Background: an optimization exercise with open tools, aiming at small area, a short achievable clock period and few clock cycles per item. Do not read the settings as production practice.
RTL that was checked went through simulation tests only; none was proved equivalent to the original.
Power and IR drop assume default switching activity.

==> flow/design.v <==
`default_nettype none
package overlap_split_pkg;
  localparam int SAMPLE_W_DEF = 64;
  localparam int HOP_DEF      = 18;
endpackage
`default_nettype wire
`default_nettype none
module split_bank_ram #(
  parameter int SAMPLE_W = 64,
  parameter int DEPTH    = 18
) (
  input  logic                clk,
  input  logic                wr_en,
  input  logic [SAMPLE_W-1:0] wr_data,
  output logic [SAMPLE_W-1:0] ring_in,
  output logic [SAMPLE_W-1:0] rd_data
);
  logic [SAMPLE_W-1:0] ring_q [DEPTH];
  assign rd_data = ring_q[DEPTH-1];
  assign ring_in = wr_en ? wr_data : rd_data;
  always_ff @(posedge clk) begin
    ring_q[0] <= ring_in;
    for (int i = 1; i < DEPTH; i++) begin
      ring_q[i] <= ring_q[i-1];
    end
  end
endmodule
`default_nettype wire
`default_nettype none
import overlap_split_pkg::*;
module overlap_split #(
  parameter int SAMPLE_W = overlap_split_pkg::SAMPLE_W_DEF,
  parameter int HOP      = overlap_split_pkg::HOP_DEF
) (
  input  logic                clk,
  input  logic                reset,
  input  logic [SAMPLE_W-1:0] in_split_pcmSample,
  input  logic                in_split_valid,
  output logic                in_split_ready,
  output logic [SAMPLE_W-1:0] out_split_pcmSample,
  output logic                out_split_valid,
  input  logic                out_split_ready,
  output logic                out_split_last
);
  localparam int PH_W = (HOP > 1) ? $clog2(HOP) : 1;
  localparam int IN_W = $clog2(HOP + 1);
  localparam logic [PH_W-1:0] PH_LAST = PH_W'(HOP - 1);
  logic [PH_W-1:0]     phase_q;     
  logic [PH_W-1:0]     jo_q;        
  logic                half_q;      
  logic [IN_W-1:0]     ji_q;        
  logic                first_q;     
  logic                sync_q;      
  logic                gt_q;        
  logic                in_rdy_q;    
  logic [SAMPLE_W-1:0] out_data_q;
  logic                out_valid_q;
  logic                out_last_q;
  logic                wr_en;
  logic                load;
  logic [SAMPLE_W-1:0] ring_in;
  logic [SAMPLE_W-1:0] old_data;
  logic [PH_W-1:0]     phase_n;
  logic                eoh;         
  logic                sync_n;      
  logic                ge2;         
  logic                rdy_w;       
  logic                rdy_n;       
  assign in_split_ready = in_rdy_q;
  assign wr_en          = in_split_valid && in_rdy_q;
  assign load           = sync_q && (gt_q || wr_en)
                       && (!out_valid_q || out_split_ready);
  split_bank_ram #(
    .SAMPLE_W (SAMPLE_W),
    .DEPTH    (HOP)
  ) u_bank_ram (
    .clk     (clk),
    .wr_en   (in_rdy_q),
    .wr_data (in_split_pcmSample),
    .ring_in (ring_in),
    .rd_data (old_data)
  );
  always_comb begin
    phase_n = (phase_q == PH_LAST) ? '0 : phase_q + PH_W'(1);
    eoh     = (jo_q == PH_LAST);
    sync_n  = (phase_n == jo_q);
    ge2     = (ji_q > IN_W'(jo_q) + IN_W'(1));
    rdy_w   = (ji_q != IN_W'(HOP - 1));
    rdy_n   = half_q && (ji_q != IN_W'(HOP)) && (IN_W'(phase_n) == ji_q);
  end
  always_ff @(posedge clk) begin
    if (!reset) begin
      phase_q     <= PH_W'(1);
      jo_q        <= PH_W'(1);
      half_q      <= 1'b0;
      ji_q        <= '0;
      first_q     <= 1'b1;
      sync_q      <= 1'b1;
      gt_q        <= 1'b1;
      in_rdy_q    <= 1'b0;
      out_data_q  <= '0;
      out_valid_q <= 1'b1;
      out_last_q  <= 1'b0;
    end else begin
      phase_q <= phase_n;
      sync_q  <= load || sync_n;
      if (load) begin
        jo_q <= eoh ? '0 : jo_q + PH_W'(1);
      end
      if (load && eoh) begin
        half_q   <= !half_q;
        ji_q     <= '0;
        gt_q     <= half_q;
        in_rdy_q <= !half_q;
      end else begin
        if (wr_en) ji_q <= ji_q + IN_W'(1);
        if (half_q) begin
          if (wr_en && !load)      gt_q <= 1'b1;
          else if (!wr_en && load) gt_q <= ge2;
        end
        in_rdy_q <= wr_en ? rdy_w : rdy_n;
      end
      if (load) begin
        out_data_q  <= first_q ? '0 : ring_in;
        out_valid_q <= 1'b1;
        out_last_q  <= half_q && eoh;
        if (eoh) first_q <= 1'b0;
      end else if (out_split_ready) begin
        out_valid_q <= 1'b0;
      end
    end
  end
  assign out_split_pcmSample = out_data_q;
  assign out_split_valid     = out_valid_q;
  assign out_split_last      = out_last_q;
endmodule
`default_nettype wire
clock: 7.0 ns
lec_check: 0
cap_margin: 20
core_margin: 2
core_utilization: 50
cts_buf_list: sky130_fd_sc_hd__clkbuf_16
cts_cluster_diameter: 60
cts_cluster_size: 30
place_density: 0.65
setup_slack_margin: 4.5
slew_margin: 20
run.sh (not shown) runs the stock make flow with config.mk's settings and CLKGATE_MAP_FILE= SYNTH_SCRIPT=/design/flow/synth_recipe.tcl, a recipe that flattens the netlist after the stock synthesis.
The starting point finished clean.
Testbench counts at the start, summed over its fixed seeds: cycles 11,520, blocks 320.
Rerun with:
--- a/flow/design.v
+++ b/flow/design.v
@@ -42,12 +42,13 @@
   input  logic                out_split_ready,
   output logic                out_split_last
 );
   localparam int PH_W = (HOP > 1) ? $clog2(HOP) : 1;
   localparam int IN_W = $clog2(HOP + 1);
   localparam logic [PH_W-1:0] PH_LAST = PH_W'(HOP - 1);
+  localparam logic [IN_W-1:0] IN_FULL = IN_W'(HOP);
   logic [PH_W-1:0]     phase_q;     
   logic [PH_W-1:0]     jo_q;        
   logic                half_q;      
   logic [IN_W-1:0]     ji_q;        
   logic                first_q;     
   logic                sync_q;      
@@ -58,38 +59,52 @@
   logic                out_last_q;
   logic                wr_en;
   logic                load;
   logic [SAMPLE_W-1:0] ring_in;
   logic [SAMPLE_W-1:0] old_data;
   logic [PH_W-1:0]     phase_n;
+  logic [PH_W-1:0]     jo_n;
+  logic                half_n;
   logic                eoh;         
-  logic                sync_n;      
-  logic                ge2;         
-  logic                rdy_w;       
-  logic                rdy_n;       
+  logic [PH_W-1:0]     c_jo   [4];
+  logic                c_half [4];
+  logic [IN_W-1:0]     c_ji   [4];
+  logic                c_gt   [4];
+  logic                c_rdy  [4];
+  logic                sync_n;
+  logic [1:0]          sel;
   assign in_split_ready = in_rdy_q;
   assign wr_en          = in_split_valid && in_rdy_q;
   assign load           = sync_q && (gt_q || wr_en)
                        && (!out_valid_q || out_split_ready);
+  assign sel            = {load, wr_en};
   split_bank_ram #(
     .SAMPLE_W (SAMPLE_W),
     .DEPTH    (HOP)
   ) u_bank_ram (
     .clk     (clk),
-    .wr_en   (in_rdy_q),
+    .wr_en   (wr_en),
     .wr_data (in_split_pcmSample),
     .ring_in (ring_in),
     .rd_data (old_data)
   );
   always_comb begin
     phase_n = (phase_q == PH_LAST) ? '0 : phase_q + PH_W'(1);
     eoh     = (jo_q == PH_LAST);
+    jo_n    = eoh ? '0 : jo_q + PH_W'(1);
+    half_n  = eoh ? !half_q : half_q;
     sync_n  = (phase_n == jo_q);
-    ge2     = (ji_q > IN_W'(jo_q) + IN_W'(1));
-    rdy_w   = (ji_q != IN_W'(HOP - 1));
-    rdy_n   = half_q && (ji_q != IN_W'(HOP)) && (IN_W'(phase_n) == ji_q);
+    for (int c = 0; c < 4; c++) begin
+      c_jo[c]   = c[1] ? jo_n : jo_q;
+      c_half[c] = c[1] ? half_n : half_q;
+      c_ji[c]   = c[0] ? ji_q + IN_W'(1) : ji_q;
+      if (c[1] && half_q && eoh) c_ji[c] = '0;
+      c_gt[c]   = !c_half[c] || (c_ji[c] > IN_W'(c_jo[c]));
+      c_rdy[c]  = (IN_W'(phase_n) == c_ji[c]) && (c_ji[c] != IN_FULL)
+               && (c_half[c] || (IN_W'(c_jo[c]) > c_ji[c]));
+    end
   end
   always_ff @(posedge clk) begin
     if (!reset) begin
       phase_q     <= PH_W'(1);
       jo_q        <= PH_W'(1);
       half_q      <= 1'b0;
@@ -99,30 +114,19 @@
       gt_q        <= 1'b1;
       in_rdy_q    <= 1'b0;
       out_data_q  <= '0;
       out_valid_q <= 1'b1;
       out_last_q  <= 1'b0;
     end else begin
-      phase_q <= phase_n;
-      sync_q  <= load || sync_n;
-      if (load) begin
-        jo_q <= eoh ? '0 : jo_q + PH_W'(1);
-      end
-      if (load && eoh) begin
-        half_q   <= !half_q;
-        ji_q     <= '0;
-        gt_q     <= half_q;
-        in_rdy_q <= !half_q;
-      end else begin
-        if (wr_en) ji_q <= ji_q + IN_W'(1);
-        if (half_q) begin
-          if (wr_en && !load)      gt_q <= 1'b1;
-          else if (!wr_en && load) gt_q <= ge2;
-        end
-        in_rdy_q <= wr_en ? rdy_w : rdy_n;
-      end
+      phase_q  <= phase_n;
+      jo_q     <= c_jo[sel];
+      half_q   <= c_half[sel];
+      ji_q     <= c_ji[sel];
+      gt_q     <= c_gt[sel];
+      in_rdy_q <= c_rdy[sel];
+      sync_q   <= load || sync_n;
       if (load) begin
         out_data_q  <= first_q ? '0 : ring_in;
         out_valid_q <= 1'b1;
         out_last_q  <= half_q && eoh;
         if (eoh) first_q <= 1'b0;
       end else if (out_split_ready) begin
The changed run ran to the end with no violations.
Setup slack is worse by 0.11 ns.
Design area goes up by 3.3%.
Sequential share of layout area falls by 2.4 points.
Area after synthesis rises by 3.0%.
Cell count went up by 11%.
Clock skew hardly moves.
Combinational power climbs by 150%.
Wire length goes up by about 15%.
Die area increases by 2.9%.
Critical path depth grows by 6.
For the second run of this note, only the layout was checked, not whether the RTL still works.

## what the ideal ports hide
The results above use ideal ports. As a check the final layouts listed here were re-extracted and re-timed, cells and wires unchanged.
Step 1 sets driving cells, clkbuf_16 on the clock port and buf_2 on the other inputs (assumed; they add their load-dependent delay and slew).
Step 2 adds t to the input delays and takes it off the output delays; t is the mean of the earliest and latest rising clock arrival at the registers after step 1. Input paths then give back, and output paths get back, about the clock's delay inside the block.
a / b / c = ideal / step 1 / step 2; a / b = the first two.
run | t, ns | setup slack, ns | latest minus earliest clock arrival (ns) | slew at the worst register clock pin (ns) | worst slew at a driven data input, ns
the first run | 0.667 | 4.459 / 4.428 / 3.820 | 0.048 / 0.047 | 0.11 / 0.11 | 0.04
the second run | 0.673 | 4.346 / 4.346 / 3.789 | 0.036 / 0.035 | 0.10 / 0.10 | 0.06
After both steps every run listed still meets setup and hold. The setup slack of the first run, which loses most, moves by -0.031 ns with the drivers and by -0.639 ns with both steps.
